What follows belongs to an exercise in optimizing a design on an open flow for small area and a short achievable clock period; a production flow would make more cautious choices.
The RTL was checked by simulation tests, not by an equivalence proof against the original design.
The clock port is modelled as an ideal driver, which makes a skipped or thinned clock tree look cheaper than it is; a real chip needs a root buffer or a tree.
No activity file was given, so power comes from the tool's default toggle rates.

== the baseline ==
Design mem_link_responder, start of the top module:
module mem_link_responder #(
  parameter int DEPTH = 16
) (
  input  logic              clk_i,
  input  logic              reset_n_i,
  input  logic [LINK_W-1:0] mem_fwd_link_i,
  output logic [LINK_W-1:0] mem_fwd_link_o,
  output logic [LINK_W-1:0] mem_rev_link_o
);
Size in the first run: about 3700 cells after synthesis, roughly 1300 flip-flops.
==> flow/config.mk <==
export PLATFORM = sky130hd
export DESIGN_NAME = mem_link_responder
export DESIGN_NICKNAME = mem_link_responder
export VERILOG_FILES = /design/flow/design.v
export SDC_FILE = /design/flow/constraint.sdc
export NUM_CORES = 4
export LEC_CHECK = 0
export ABC_CLOCK_PERIOD_IN_PS = 2000
export CAP_MARGIN = 20
export CORE_MARGIN = 2
export CORE_UTILIZATION = 40
export SETUP_SLACK_MARGIN = 3.3
export SLEW_MARGIN = 20
export TNS_END_PERCENT = 10
export BUFFER_PORTS_ARGS = -buffer_cell sky130_fd_sc_hd__buf_2
export CTS_ARGS = -sink_clustering_enable -repair_clock_nets -sink_clustering_size 30 -sink_clustering_max_diameter 100 -dont_use_dummy_load
export PRE_CTS_TCL = /design/flow/flow/noroot_cts.tcl
==> flow/constraint.sdc <==
create_clock -name core_clock -period 5.2 [get_ports {clk_i}]
set_input_delay 1.0400 -clock core_clock [delete_from_list [all_inputs] [get_ports {clk_i}]]
set_output_delay 1.0400 -clock core_clock [all_outputs]
set_load 0.01 [all_outputs]
standard.sh (not shown) runs the stock make flow with config.mk's settings and CLKGATE_MAP_FILE= SYNTH_SCRIPT=/design/flow/synth_recipe.tcl, a recipe that flattens the netlist after the stock synthesis.
==> flow/flow/run.sh <==
#!/bin/bash
# Own flow: the standard layout (standard.sh, standard synthesis) with
# these changes to how the layout is made:
#  - the ports are buffered with buf_2 cells (the default picks a slow delay
#    cell for them);
#  - CTS clusters up to 30 sinks per leaf buffer and inserts no dummy loads;
set -euo pipefail
cat >> config.mk <<EOC
export BUFFER_PORTS_ARGS = -buffer_cell sky130_fd_sc_hd__buf_2
export CTS_ARGS = -sink_clustering_enable -repair_clock_nets -sink_clustering_size 30 -sink_clustering_max_diameter 100 -dont_use_dummy_load
export PRE_CTS_TCL = $PWD/flow/noroot_cts.tcl
EOC
bash standard.sh > flow_make.log 2>&1
==> flow/flow/noroot_cts.tcl <==
rename clock_tree_synthesis my_tritoncts

proc my_is_clkbuf {inst} {
  return [string match "sky130_fd_sc_hd__clkbuf_*" [[$inst getMaster] getName]]
}

proc my_out_net {inst} {
  foreach it [$inst getITerms] {
    if {[$it isOutputSignal]} { return [$it getNet] }
  }
  return "NULL"
}

proc my_loads {net} {
  set loads {}
  foreach it [$net getITerms] {
    if {[$it isInputSignal]} { lappend loads $it }
  }
  return $loads
}

proc my_drop_root_buffer {} {
  set block [ord::get_db_block]
  set clk [$block findNet clk_i]
  set loads [my_loads $clk]
  if {[llength $loads] != 1} { return }
  set root [[lindex $loads 0] getInst]
  if {![my_is_clkbuf $root]} { return }
  set rnet [my_out_net $root]
  set sub [my_loads $rnet]
  if {[llength $sub] > 4} { return }
  foreach s $sub {
    if {![my_is_clkbuf [$s getInst]]} { return }
  }
  foreach s $sub {
    $s disconnect
    $s connect $clk
  }
  foreach o [$root getITerms] { $o disconnect }
  odb::dbInst_destroy $root
  odb::dbNet_destroy $rnet
  puts "my_drop_root_buffer: clk_i now drives [llength $sub] clock buffers"
}

proc clock_tree_synthesis {args} {
  my_tritoncts {*}$args
  my_drop_root_buffer
}
#### Input delta (the candidate over the baseline)
--- a/flow/design.v
+++ b/flow/design.v
@@ -28,58 +28,47 @@
 import mem_link_pkg::*;
 module mem_link_word_ram #(
   parameter int DEPTH = 16
 ) (
   input  logic              clk_i,
   input  logic              clr_i,
   input  logic              we_i,
   input  logic [DEPTH-1:0]  pos_i,
-  input  logic [DEPTH-1:0]  pos_nxt_i,
   input  logic [DATA_W-1:0] wdata_i,
   output logic [DATA_W-1:0] rdata_o
 );
   localparam int HALF = DEPTH / 2;
   logic [DATA_W-1:0] ring_q [DEPTH];
-  logic [DEPTH-1:0]  vld_q, vld_d, vld_x;
-  logic [DEPTH-1:0]  rsel_q;
+  logic              clr1_q, wipe_q;
   logic [DATA_W-1:0] wbuf1_q, wbuf2_q;
   logic [HALF-1:0]   sel1_q, sel2a_q, sel2_q;
   logic              use1_q, use2_q;
   logic [HALF-1:0]   ins_s;
   logic [DATA_W-1:0] ins_data_s;
   logic              odd_s;
   always_comb begin
     odd_s = 1'b0;
     for (int k = 0; k < HALF; k++) begin
-      ins_s[k] = sel1_q[k] | sel2_q[k];
+      ins_s[k] = sel1_q[k] | sel2_q[k] | wipe_q;
       odd_s    = odd_s | pos_i[2*k+1];
     end
   end
   assign ins_data_s = ({DATA_W{use1_q}} & wbuf1_q) | ({DATA_W{use2_q}} & wbuf2_q);
   always_ff @(posedge clk_i) begin
     for (int k = 0; k < HALF; k++) begin
       ring_q[2*k]   <= ins_s[k] ? ins_data_s : ring_q[2*k+1];
       ring_q[2*k+1] <= ring_q[(2*k+2) % DEPTH];
     end
     wbuf1_q <= wdata_i;
     wbuf2_q <= wbuf1_q;
   end
-  always_comb begin
-    for (int k = 0; k < HALF; k++) begin
-      vld_x[2*k]   = ins_s[k] | vld_q[2*k+1];
-      vld_x[2*k+1] = vld_q[(2*k+2) % DEPTH];
-    end
-  end
-  assign vld_d = vld_x & {DEPTH{~clr_i}};
   always_ff @(posedge clk_i) begin
-    vld_q <= vld_d;
-    for (int p = 0; p < DEPTH; p++) begin
-      rsel_q[p] <= pos_nxt_i[(p+DEPTH-1) % DEPTH] & vld_x[p];
-    end
+    clr1_q <= clr_i;
+    wipe_q <= clr_i | clr1_q;
   end
   always_ff @(posedge clk_i) begin
     if (clr_i) begin
       sel1_q  <= '0;
       sel2a_q <= '0;
       sel2_q  <= '0;
       use1_q  <= 1'b0;
       use2_q  <= 1'b0;
@@ -91,17 +80,17 @@
       sel2_q <= sel2a_q;
       use1_q <= we_i & odd_s;
       use2_q <= |sel2a_q;
     end
   end
   always_comb begin
     rdata_o = '0;
     for (int p = 0; p < DEPTH; p++) begin
-      rdata_o = rdata_o | ({DATA_W{rsel_q[p]}} & ring_q[p]);
+      rdata_o = rdata_o | ({DATA_W{pos_i[(p+DEPTH-1) % DEPTH]}} & ring_q[p]);
     end
   end
 endmodule
 import mem_link_pkg::*;
 module mem_link_responder #(
   parameter int DEPTH = 16
 ) (
   input  logic              clk_i,
@@ -154,17 +143,16 @@
   assign rev_take_s   = (st_txh_q | st_txd_q) & rev_ready_s;
   mem_link_word_ram #(
     .DEPTH (DEPTH)
   ) u_ram (
     .clk_i   (clk_i),
     .clr_i   (~reset_n_i),
     .we_i    (we_s),
     .pos_i   (pos_q),
-    .pos_nxt_i (pos_d),
     .wdata_i (fwd_data_s),
     .rdata_o (rdata_s)
   );
   always_comb begin
     st_idle_d  = st_idle_q & ~hdr_take_s;
     st_rx_d    = st_rx_q & ~rx_done_s;
     st_drain_d = st_drain_q & ~drain_done_s;
     st_txh_d   = st_txh_q & ~rev_ready_s;
Notes after the runs:
- Measured against the baseline, the total power of the candidate comes out at 1.11 times the reference value.
- The candidate vs. the baseline: share of the final layout cell area in multi-input gates has decreased, cell count went down, met2 track demand over resource higher, part of the power in the clock network dropped 3.4 points, met3 wire length went up by about 7%.
- The sequential power of the baseline and that of the candidate are within noise of each other.

[separate check: timing with driven ports]
Ports are ideal in the flow. The routed layouts listed here were re-timed in OpenROAD.
Step 1, drivers: a clkbuf_16 drives clk_i and a buf_2 each remaining input, both assumed.
Step 2 also shifts input and output timing later by t, the mid clock arrival at the registers, as if the neighbouring blocks saw the same clock.
a / b / c = ideal ports / drivers / drivers and shift; a / b = the first two.
run	shift t [ns]	setup slack, ns	slew at the worst register clock pin (ns)	worst data-port slew with drivers (ns)	cell pins on the clock port's net
the baseline	0.587	3.150 / 3.024 / 2.727	0.12 / 0.12	0.12	4
the candidate	0.569	3.151 / 3.013 / 2.700	0.12 / 0.12	0.08	4
After both steps every run listed still meets setup and hold. The setup slack of the candidate, which loses most, moves by -0.138 ns with the drivers and by -0.451 ns with both steps.
